This design comes from an exercise in tuning for small area on the open sky130 flow, not from production work.
Only simulation tests tie the RTL to the original design; equivalence was not proved.
No activity file was given, so power comes from the tool's default toggle rates.

--- flow/run.sh ---
#!/bin/bash
# synth_recipe.tcl (not shown) runs the flow's synth.tcl, then flattens the netlist and writes it again
# the make line also repeats each setting of config.mk as NAME=value (left out here)
make -C /OpenROAD-flow-scripts/flow DESIGN_CONFIG=/design/flow/config.mk WORK_HOME=/design/flow/orfs CLKGATE_MAP_FILE= SYNTH_SCRIPT=/design/flow/synth_recipe.tcl finish
--- flow/config.mk ---
export PLATFORM = sky130hd
export DESIGN_NAME = imem_loadable
export DESIGN_NICKNAME = imem_loadable
export VERILOG_FILES = /design/flow/design.v
export SDC_FILE = /design/flow/constraint.sdc
export NUM_CORES = 4
export LEC_CHECK = 0
export CAP_MARGIN = 20
export CORE_MARGIN = 2
export CORE_UTILIZATION = 40
export SLEW_MARGIN = 20
--- flow/constraint.sdc ---
create_clock -name core_clock -period 5.0 [get_ports {clk}]
set_input_delay 1.0000 -clock core_clock [delete_from_list [all_inputs] [get_ports {clk}]]
set_output_delay 1.0000 -clock core_clock [all_outputs]
set_load 0.01 [all_outputs]
--- flow/design.v ---
module imem_loadable #(
  parameter int ADDR_WIDTH = 8,
  parameter int DATA_WIDTH = 16,
  parameter int DEPTH      = 256
) (
  input  logic                  clk,
  input  logic                  rst_n,
  input  logic                  fetch_en,
  input  logic [ADDR_WIDTH-1:0] address,
  input  logic                  load_start,
  input  logic                  load_stop,
  input  logic                  load_valid,
  input  logic [7:0]            load_byte,
  output logic [DATA_WIDTH-1:0] data,
  output logic                  data_valid,
  output logic                  load_ready,
  output logic                  load_done,
  output logic                  load_overflow,
  output logic                  cpu_hold,
  output logic [ADDR_WIDTH:0]   word_count,
  output logic [7:0]            checksum
);
  localparam int BPW = DATA_WIDTH / 8;
  localparam int CW  = (BPW > 1) ? $clog2(BPW) : 1;
  localparam int IW  = (DEPTH > 1) ? $clog2(DEPTH) : 1;
  localparam int PW  = ADDR_WIDTH + 1;
  localparam logic [CW-1:0] LAST    = CW'(BPW - 1);
  localparam logic [PW-1:0] DEPTH_W = PW'(DEPTH);
  typedef enum logic {RUN, LOAD} state_t;
  state_t                state_q;
  state_t                state_d;
  logic [DATA_WIDTH-1:0] mem [DEPTH];
  logic [DATA_WIDTH-1:0] asm_q;
  logic [CW-1:0]         bcnt_q;
  logic [PW-1:0]         ptr_q;
  logic                  ovf_q;
  logic                  done_q;
  logic [DATA_WIDTH-1:0] data_q;
  logic                  dv_q;
  logic                  in_load;
  logic                  offer;
  logic                  full;
  logic                  acc;
  logic                  drop;
  logic                  last_b;
  logic                  wr;
  logic                  leave;
  logic [DATA_WIDTH-1:0] word;
  logic [DATA_WIDTH-1:0] rd;
  always_comb begin
    state_d = state_q;
    if (load_start)
      state_d = LOAD;
    else if (state_q == LOAD && load_stop)
      state_d = RUN;
  end
  always_ff @(posedge clk or negedge rst_n) begin
    if (!rst_n) state_q <= RUN;
    else        state_q <= state_d;
  end
  assign in_load = (state_q == LOAD);
  assign full    = (ptr_q == DEPTH_W);
  assign offer   = in_load && load_valid
                && !ovf_q && !load_start;
  assign acc     = offer && !full;
  assign drop    = offer && full;
  assign last_b  = (bcnt_q == LAST);
  assign wr      = acc && last_b;
  assign leave   = in_load && (state_d == RUN);
  assign word    = (asm_q << 8) | DATA_WIDTH'(load_byte);
  always_ff @(posedge clk or negedge rst_n) begin
    if (!rst_n) begin
      asm_q  <= '0;
      bcnt_q <= '0;
      ptr_q  <= '0;
      ovf_q  <= 1'b0;
      done_q <= 1'b0;
    end else begin
      done_q <= leave;
      if (load_start) begin
        asm_q  <= '0;
        bcnt_q <= '0;
        ptr_q  <= '0;
        ovf_q  <= 1'b0;
      end else begin
        if (acc) begin
          if (last_b) begin
            asm_q  <= '0;
            bcnt_q <= '0;
            ptr_q  <= ptr_q + PW'(1);
          end else begin
            asm_q  <= word;
            bcnt_q <= bcnt_q + CW'(1);
          end
        end
        if (drop)
          ovf_q <= 1'b1;
        if (leave) begin
          asm_q  <= '0;
          bcnt_q <= '0;
        end
      end
    end
  end
  always_ff @(posedge clk) begin
    if (wr)
      mem[ptr_q[IW-1:0]] <= word;
  end
  assign rd = ({1'b0, address} < DEPTH_W)
            ? mem[address[IW-1:0]] : '0;
  always_ff @(posedge clk or negedge rst_n) begin
    if (!rst_n) begin
      data_q <= '0;
      dv_q   <= 1'b0;
    end else if (in_load) begin
      data_q <= '0;
      dv_q   <= 1'b0;
    end else if (fetch_en) begin
      data_q <= rd;
      dv_q   <= 1'b1;
    end else begin
      dv_q   <= 1'b0;
    end
  end
  logic [7:0] csum_q;
  always_ff @(posedge clk or negedge rst_n) begin
    if (!rst_n)
      csum_q <= '0;
    else if (load_start)
      csum_q <= '0;
    else if (acc)
      csum_q <= csum_q + load_byte;
  end
  assign checksum = csum_q;
  assign data          = data_q;
  assign data_valid    = dv_q;
  assign load_ready    = in_load && !ovf_q;
  assign load_done     = done_q;
  assign load_overflow = ovf_q;
  assign cpu_hold      = in_load;
  assign word_count    = ptr_q;
endmodule
==> flow_summary.yaml, run 1 <==
status:
  status: "complete, no violations"
logic_synthesis:
  synth_cell_types: 85
  synth_area_mm2: 0.161
  synth_top_area_share_pct: 76.3
  netlist_instances: 7632
  synth_edf_count: 4096
  synthTopCellsByArea: "edfxtp_1, mux4_2, mux2i_1"
  ys_async_sr_fraction_pct: 1.11
  synthesis.nets: 7666
  synth.most_common_cell: "edfxtp_1"
  synth_top_flop_cell: "edfxtp_1"
  ys_seq_elements: 4142
  syn_avg_cell_area_um2: 21.1
  yosys_warnings: 1
  synth_common_cells: "edfxtp_1, mux4_2, mux2i_1, nor2_1, nand2_1"
  synth_largest_area_cell: "edfxtp_1"
  synth-seq-area-share_pct: 77.0
timing:
  finalHoldViolCount: 0
  rsz0062_at_grt: "no"
  max_freq_mhz: 231
  slew_headroom_pct: 12.0
  worst_slack_ps: 677
  finalSetupViolations: 0
  tightestPinTransition_ps: 1320
  clock-skew-final_ps: 70.9
  fin_crit_ps: 4320
  drv_slew: 0
  fin_crit_sh_pct: 86.5
global_routing:
  grt-ovfl-total: 0
  grt_pass1_wl_um: 645000
  grt_pass1_vias: 81400
  antenna_found_initial: 25
  grt_max_degree: 161
  grtUsageTotal_pct: 22.4
layout:
  stdcell_area_mm2: 0.185
  nets: 8370
  regArea_mm2: 0.124
  final_util_pct: 46.0
  area_growth_syn_to_layout_pct: 14.7
  final_cells: 14000
  multi_input_area_mm2: 0.0342
  layout-drive-gt1-share_pct: 25.1
  nFillCells: 33100
drt:
  drt_iter0_drc: 11100
  wirelength_um: 464000
  antenna_left: 0
  viasPerCell: 5.93
  wl_per_cell_um: 33.2
  drc: 0
  drtPass1Iterations: 6
  routed-via-count: 82800
clock_network:
  cts_tree: "done"
  clockRootBuffer: "clkbuf_16"
  numClockSinks: 4142
  cts.path.max_buffers: 4
  h-tree-depth: 5
  clk_pin_slew_ps: 60
  cts_buffers: 408
  clock_latency_ps: 980
  postCtsSetupBuffers: 0
setup_path:
  critPathKind: "flop to flop"
  setup.worst_path.start_class: "flop"
  end_kind: "flop"
  path_max_fanout: 16
  required_ps: 5620
  cp.arrival_ps: 4940
  r2r-start: "ptr_q[0]"
  critPathLaunch: "ptr_q[0]"
  r2r_slack_ps: 680
  critPathCapture: "mem[190][13]"
  reg2reg_to: "mem[190][13]"
  ff2ff_path_depth: 11
placed_design:
  io_buffers: 59
  gp_congestion: 0.899
  place_ws_ps: -45.2
  hpwl_um: 289000
  place_inst: 13200
  place_area_mm2: 0.172
floorplanning:
  num_rows: 233
  io_pins: 60
  die_y_um: 639
  die_area_mm2: 0.408
  die_w_um: 639
  core_mm2: 0.402
  start_util_pct: 40.1
pwr:
  netSwitchingFraction_pct: 21.4
  p_sw_w: 0.0154
  power_density_mw_per_mm2: 389
  pwr-share-comb_pct: 4.9
  power.share.clock_pct: 41.9
  irDropWorstVdd_mv: 0.279
  power_frac_seq_pct: 53.2
  leakagePower_nw: 62.6
  intPower_w: 0.0564
hold_path:
  hold_path_class: "input pin to flop"
flow_run:
  maxCapViolCount: 0
## critical path: stages, from the launching register on
cell	delay, ps
dfrtp_1	460
inv_1	140
ha_1	360
nor3b_1	200
a41o_1	280
nor3_1	430
nand2_1	110
nor2_1	350
buf_4	260
nand3_1	650
nor2_1	380
buf_4	350
## stage by stage
step	hold WS, ps	setup TNS [ps]	total power [W]
after detailed placement	538	-45.2	0.0425
after global routing	371	0	0.0736
final	406	0	0.0718
after CTS	346	0	0.0722
after global placement	521	-3930	0.0424
after floorplan	511	0	0.0408
## cell type report
type | instances | area share [%]
Antenna cell | 14 | 0.0190
Clock buffer | 494 | 5.78
Clock inverter | 239 | 1.21
Inverter | 15 | 0.0359
Multi-Input combinational cell | 3025 | 18.5
Sequential cell | 4142 | 67.2
Tap cell | 5287 | 3.58
Timing Repair Buffer | 744 | 3.67
## routing by layer
metal  global-route usage, %  vias to the layer above  wire (um)
met4                    8.95                       16      20900
met2                    35.9                     4147     221000
met1                    30.3                    44400     181000
li1                        -                    33500          -
met5                       0                        -        103
met3                    3.94                      763      40800
## state kept, by name (all words and copies together), names as in the netlist
signal and cells:
data_q 16, ptr_q 9, csum_q 8, dv_q 1, bcnt_q 1, done_q 1, ovf_q 1, asm_q 8
state_q 1, mem 4096
## layout by cell type, fill, tap and decap left out, types with 44 or more instances in the layout
| cell type | netlist | final |
|---|---|---|
| a211oi_1 | 51 | 50 |
| a21oi_1 | 116 | 115 |
| a221oi_1 | 54 | 54 |
| a22oi_1 | 102 | 102 |
| buf_12 | 10 | 77 |
| buf_4 | 71 | 604 |
| clkbuf_1 | 130 | 77 |
| clkbuf_16 | 0 | 414 |
| clkdlybuf4s50_1 | 0 | 44 |
| clkinv_1 | 2 | 95 |
| clkinv_2 | 0 | 74 |
| edfxtp_1 | 4096 | 4096 |
| mux2i_1 | 558 | 558 |
| mux4_1 | 79 | 79 |
| mux4_2 | 723 | 723 |
| nand2_1 | 243 | 230 |
| nand3_1 | 77 | 73 |
| nor2_1 | 326 | 230 |
| nor2_2 | 1 | 96 |
| o21ai_0 | 95 | 95 |
| o221ai_1 | 79 | 79 |
| o22ai_1 | 115 | 115 |
## timing repair
item / 4_1_cts / 5_1_grt
hold buffers: 1 / 0
endpoints found under the setup margin: 0 / 0
endpoints found under the hold margin: 13 / 0
resized for setup: 0 / 0
## power by group through the flow
stage          logic, W  clock network [W]  registers [W]
2_1_floorplan   0.00175                  0         0.0391
3_3_place_gp    0.00341                  0         0.0390
3_5_place_dp    0.00347                  0         0.0390
4_1_cts         0.00347             0.0305         0.0382
5_1_grt         0.00362             0.0318         0.0382
6_report        0.00349             0.0301         0.0382
## how the worst min path moves through the flow
stage / from / to / slack, ps / cells past startpoint
6_report: load_byte[0] / mem[210][0] / 410 / 1
5_1_grt: load_byte[0] / mem[211][0] / 370 / 1
4_1_cts: load_byte[0] / mem[210][0] / 350 / 1
3_5_place_dp: bcnt_q / ptr_q[0] / 540 / 2
3_3_place_gp: bcnt_q / ptr_q[0] / 520 / 2
2_1_floorplan: data_q[10] / data_q[10] / 510 / 2
## logic make-up (layout without fill, tap and decap cells)
group           count (synthesis)  count (layout)  synth area share, %
fa+ha+maj                      12              12               0.0978
simple gates                  803             803                 2.18
flops                        4142            4142                 77.0
compound gates                811             811                 3.52
mux                          1387            1387                 15.0
other cells                     0              14                    0
xor+xnor                       12              12               0.0652
buf+inv                       465            1492                 2.06
==> run 2, diff against run 1 <==
==> flow/design.v (replaced) <==
module imem_loadable #(
  parameter int ADDR_WIDTH = 8,
  parameter int DATA_WIDTH = 16,
  parameter int DEPTH      = 256
) (
  input  logic                  clk,
  input  logic                  rst_n,
  input  logic                  fetch_en,
  input  logic [ADDR_WIDTH-1:0] address,
  input  logic                  load_start,
  input  logic                  load_stop,
  input  logic                  load_valid,
  input  logic [7:0]            load_byte,
  output logic [DATA_WIDTH-1:0] data,
  output logic                  data_valid,
  output logic                  load_ready,
  output logic                  load_done,
  output logic                  load_overflow,
  output logic                  cpu_hold,
  output logic [ADDR_WIDTH:0]   word_count,
  output logic [7:0]            checksum
);
  logic        load_q;      
  logic        phase_q;     
  logic [7:0]  hi_q;        
  logic [8:0]  ptr_q;
  logic [7:0]  ptrn_q;      
  logic        ovf_q;
  logic        done_q;
  logic        dv_q;
  logic [7:0]  addr_q;
  logic [7:0]  csum_q;
  logic        leave;
  logic        acc;
  logic        drop;
  logic        wr;
  logic [15:0] wdata;
  assign leave = load_q && load_stop && !load_start;
  assign acc   = load_q && load_valid && !ovf_q && !load_start && !ptr_q[8];
  assign drop  = load_q && load_valid && !ovf_q && !load_start &&  ptr_q[8];
  assign wr    = acc && phase_q;
  assign wdata = {hi_q, load_byte};
  always_ff @(posedge clk or negedge rst_n) begin
    if (!rst_n) begin
      load_q  <= 1'b0;
      phase_q <= 1'b0;
      ptr_q   <= '0;
      ptrn_q  <= '1;
      ovf_q   <= 1'b0;
      done_q  <= 1'b0;
      dv_q    <= 1'b0;
      csum_q  <= '0;
    end else begin
      load_q <= load_start || (load_q && !load_stop);
      done_q <= leave;
      dv_q   <= !load_q && fetch_en;
      if (load_start) begin
        phase_q <= 1'b0;
        ptr_q   <= '0;
        ptrn_q  <= '1;
        ovf_q   <= 1'b0;
        csum_q  <= '0;
      end else begin
        if (leave)
          phase_q <= 1'b0;
        else if (acc)
          phase_q <= !phase_q;
        if (wr) begin
          ptr_q  <= ptr_q + 9'd1;
          ptrn_q <= ptrn_q - 8'd1;
        end
        if (drop)
          ovf_q <= 1'b1;
        if (acc)
          csum_q <= csum_q + load_byte;
      end
    end
  end
  always_ff @(posedge clk) begin
    if (!phase_q)
      hi_q <= load_byte;
  end
  always_ff @(posedge clk) begin
    addr_q <= address;
  end
  logic [15:0] wlo, whi, hlo, hhi;
  logic [15:0] rlo, rhi;
  logic [255:0] we, hold, rsel;
  always_comb begin
    for (int k = 0; k < 16; k++) begin
      wlo[k] = wr && (ptr_q[3:0] == 4'(k));
      whi[k] = (ptr_q[7:4] == 4'(k));
      hlo[k] = wr && (~ptrn_q[3:0] == 4'(k));
      hhi[k] = (~ptrn_q[7:4] == 4'(k));
      rlo[k] = (addr_q[3:0] == 4'(k));
      rhi[k] = (addr_q[7:4] == 4'(k));
    end
    for (int i = 0; i < 256; i++) begin
      we[i]   = whi[i/16] && wlo[i%16];
      hold[i] = !(hhi[i/16] && hlo[i%16]);
      rsel[i] = rhi[i/16] && rlo[i%16];
    end
  end
  logic [255:0][15:0] mem;
  always_ff @(posedge clk) begin
    for (int i = 0; i < 256; i++)
      mem[i] <= (mem[i] & {16{hold[i]}}) | (wdata & {16{we[i]}});
  end
  always_comb begin
    data = '0;
    for (int i = 0; i < 256; i++)
      data = data | (mem[i] & {16{rsel[i]}});
  end
  assign data_valid    = dv_q;
  assign load_ready    = load_q && !ovf_q;
  assign load_done     = done_q;
  assign load_overflow = ovf_q;
  assign cpu_hold      = load_q;
  assign word_count    = ptr_q;
  assign checksum      = csum_q;
endmodule
==> run 2 against run 1 <==
  * The flow now stops in global routing (5_1_grt)
  * Synthesized cell count rose by 83%
  * Area after synthesis fell by 5.9%
==> flow_summary.yaml, run 2 <==
placed_design:
  hpwl_um: 1260000
  place_inst: 20900
  io_buffers: 59
  place_ws_ps: -1790
  place_area_mm2: 0.188
  gp_congestion: 1.45
logic_synthesis:
  synth_common_cells: "a22o_1, dfxtp_1, a22oi_1, clkbuf_1, nor2_1"
  synthesis.nets: 14000
  yosys_warnings: 1
  ys_seq_elements: 4142
  synthTopCellsByArea: "dfxtp_1, a22o_1, a22oi_1"
  synth_largest_area_cell: "dfxtp_1"
  synth_area_mm2: 0.152
  synth-seq-area-share_pct: 54.8
  synth_top_flop_cell: "dfxtp_1"
  syn_avg_cell_area_um2: 10.9
  synth_top_area_share_pct: 54.2
  netlist_instances: 13900
  synth.most_common_cell: "a22o_1"
  ys_async_sr_fraction_pct: 0.724
  synth_edf_count: 8
  synth_cell_types: 71
floorplanning:
  die_y_um: 620
  start_util_pct: 40.1
  num_rows: 226
  die_w_um: 620
  io_pins: 60
global_routing:
  grt-ovfl-total: 11300
  grt_max_degree: 108
  grt_pass1_wl_um: 2490000
  grtUsageTotal_pct: 96.1
  grt_pass1_vias: 206000
clock_network:
  postCtsHoldBufs: 0
  cts.path.max_buffers: 4
  numClockSinks: 4142
  clockRootBuffer: "clkbuf_16"
  cts_buffers: 448
  h-tree-depth: 5
status:
  status: "did not finish"
  first-error: "[ERROR GRT-0116] Global routing finished with congestion. Check the congestion regions in the DRC Viewer."
  stop_stage: "global routing (5_1_grt)"
-- run 2: cell families after synthesis --
logic type,Yosys count,share of synthesized area (%)
compound gates,6266,34.8
xor+xnor,17,0.0981
fa+ha+maj,17,0.145
buf+inv,1519,3.82
flops,4142,54.8
mux,8,0.0536
simple gates,1960,6.31
-- run 2: through the flow --
step	power, W	TNS (ps)
after CTS	0.0705	-16340
after global placement	0.0366	-25900
after floorplan	0.0347	0
after detailed placement	0.0366	-20440
-- run 2: power groups by stage --
stage | registers [W] | logic [W] | clock network (W)
3_5_place_dp | 0.0339 | 0.00270 | 0
4_1_cts | 0.0331 | 0.00283 | 0.0345
3_3_place_gp | 0.0339 | 0.00271 | 0
2_1_floorplan | 0.0338 | 0.000865 | 0
-- run 2: worst max-delay path by stage --
| stage | end | slack, ps |
|---|---|---|
| after floorplan | data[2] | 1100 |
| after global placement | data[5] | -4000 |
| after detailed placement | data[7] | -1790 |
| after CTS | data[0] | -1250 |
-- run 2: timing repair --
| action | 4_1_cts |
|---|---|
| hold endpoints to repair | 0 |
| endpoints found under the setup margin | 16 |
| resized for setup | 794 |
| pin swaps | 180 |
| cloned | 6 |
| setup buffers | 145 |
-- run 2: metal layers --
layer	overflow	global-route usage, %
met5	183	85.3
met4	2705	93.6
met2	5165	102
met3	1614	92.1
met1	1594	95.6
==> run 3, diff against run 2 <==
--- a/flow/config.mk
+++ b/flow/config.mk
@@ -7,5 +7,5 @@
 export LEC_CHECK = 0
 export CAP_MARGIN = 20
 export CORE_MARGIN = 2
-export CORE_UTILIZATION = 40
+export CORE_UTILIZATION = 70
 export SLEW_MARGIN = 20
==> run 3 against run 2 <==
  * The run again fails in global routing (5_1_grt)
  * Synthesized cell count did not move
  * Area after synthesis did not move
==> flow_summary.yaml, run 3 <==
status:
  status: "did not finish"
  stop_stage: "global routing (5_1_grt)"
  first-error: "[ERROR GRT-0116] Global routing finished with congestion. Check the congestion regions in the DRC Viewer."
logic_synthesis:
  ys_async_sr_fraction_pct: 0.724
  synth_common_cells: "a22o_1, dfxtp_1, a22oi_1, clkbuf_1, nor2_1"
  netlist_instances: 13900
  synth_area_mm2: 0.152
  synth_edf_count: 8
  synth_top_area_share_pct: 54.2
  synthesis.nets: 14000
  synth_top_flop_cell: "dfxtp_1"
  synth_cell_types: 71
  synthTopCellsByArea: "dfxtp_1, a22o_1, a22oi_1"
  yosys_warnings: 1
  ys_seq_elements: 4142
  syn_avg_cell_area_um2: 10.9
  synth.most_common_cell: "a22o_1"
  synth_largest_area_cell: "dfxtp_1"
  synth-seq-area-share_pct: 54.8
clock_network:
  postCtsHoldBufs: 0
  numClockSinks: 4142
  h-tree-depth: 5
  clockRootBuffer: "clkbuf_16"
  cts.path.max_buffers: 4
  cts_buffers: 402
floorplanning:
  num_rows: 170
  die_y_um: 470
  die_w_um: 470
  io_pins: 60
  start_util_pct: 70.6
global_routing:
  grt-ovfl-total: 54200
  grt_pass1_wl_um: 1970000
  grt_max_degree: 148
  grt_pass1_vias: 205000
  grtUsageTotal_pct: 131
placed_design:
  io_buffers: 59
  gp_congestion: 1.76
  hpwl_um: 957000
## run 3: cell counts after synthesis
No cell type changed its count.
## run 3: how the worst max path moves through the flow
stage	to	slack, ps	cells past startpoint
after floorplan	data[2]	1100	9
after CTS	data[13]	-920	13
after global placement	data[3]	-1560	12
after detailed placement	data[3]	-1160	12
## run 3: per-stage QoR
| step | std cells | cell area (um^2) | TNS [ps] | setup WS (ps) | hold WS (ps) |
|---|---|---|---|---|---|
| after CTS | 19100 | 198000 | -11050 | -921 | 124 |
| after detailed placement | 18300 | 180000 | -12110 | -1160 | 448 |
| after global placement | 18300 | 180000 | -12910 | -1560 | 449 |
| after floorplan | 13900 | 152000 | 0 | 1100 | 434 |
## run 3: metal layers
layer / GRT overflow / track usage [%]
met5: 710 / 105
met4: 5123 / 120
met3: 5434 / 110
met2: 29100 / 163
met1: 13800 / 124
## run 3: repair_timing
| item | in CTS |
|---|---|
| pin swaps | 191 |
| gates cloned | 5 |
| setup endpoints to repair | 16 |
| buffers inserted | 179 |
| endpoints found under the hold margin | 0 |
| gates resized for setup | 737 |
## run 3: power by group through the flow
stage                     Combinational [W]  Clock [W]  Sequential, W
after floorplan                    0.000865          0         0.0338
after global placement              0.00222          0         0.0339
after detailed placement            0.00225          0         0.0339
after CTS                           0.00241     0.0312         0.0331
## run 3: logic make-up after synthesis
| kind of cell | synth area share (%) |
|---|---|
| fa+ha+maj | 0.145 |
| compound gates | 34.8 |
| mux | 0.0536 |
| buf+inv | 3.82 |
| simple gates | 6.31 |
| xor+xnor | 0.0981 |
| flops | 54.8 |

## what the ideal ports hide
The results above use ideal ports. As a check the final layout listed here was re-extracted and re-timed, cells and wires unchanged.
Step 1: set_driving_cell puts a clkbuf_16 on clk and a buf_2 on each other input, an assumption about the parent block.
Step 2 times the ports against the registers' clock, not the clock port: input delays grow and output delays shrink by t, the midpoint of the rising clock arrivals with the driver on.
a / b / c = ideal / step 1 / step 2; a / b = the first two.
run: run 1
t, ns: 1.050
slack for setup (ns): 0.677 / 0.677 / -0.211
worst setup path at the end: input to register
worst register clock-pin slew, ns: 0.07 / 0.07
With both steps, setup timing fails in run 1, where it was met with ideal ports. For run 1, drivers alone change the setup slack by 0.000 ns; drivers and shift together by -0.888 ns.
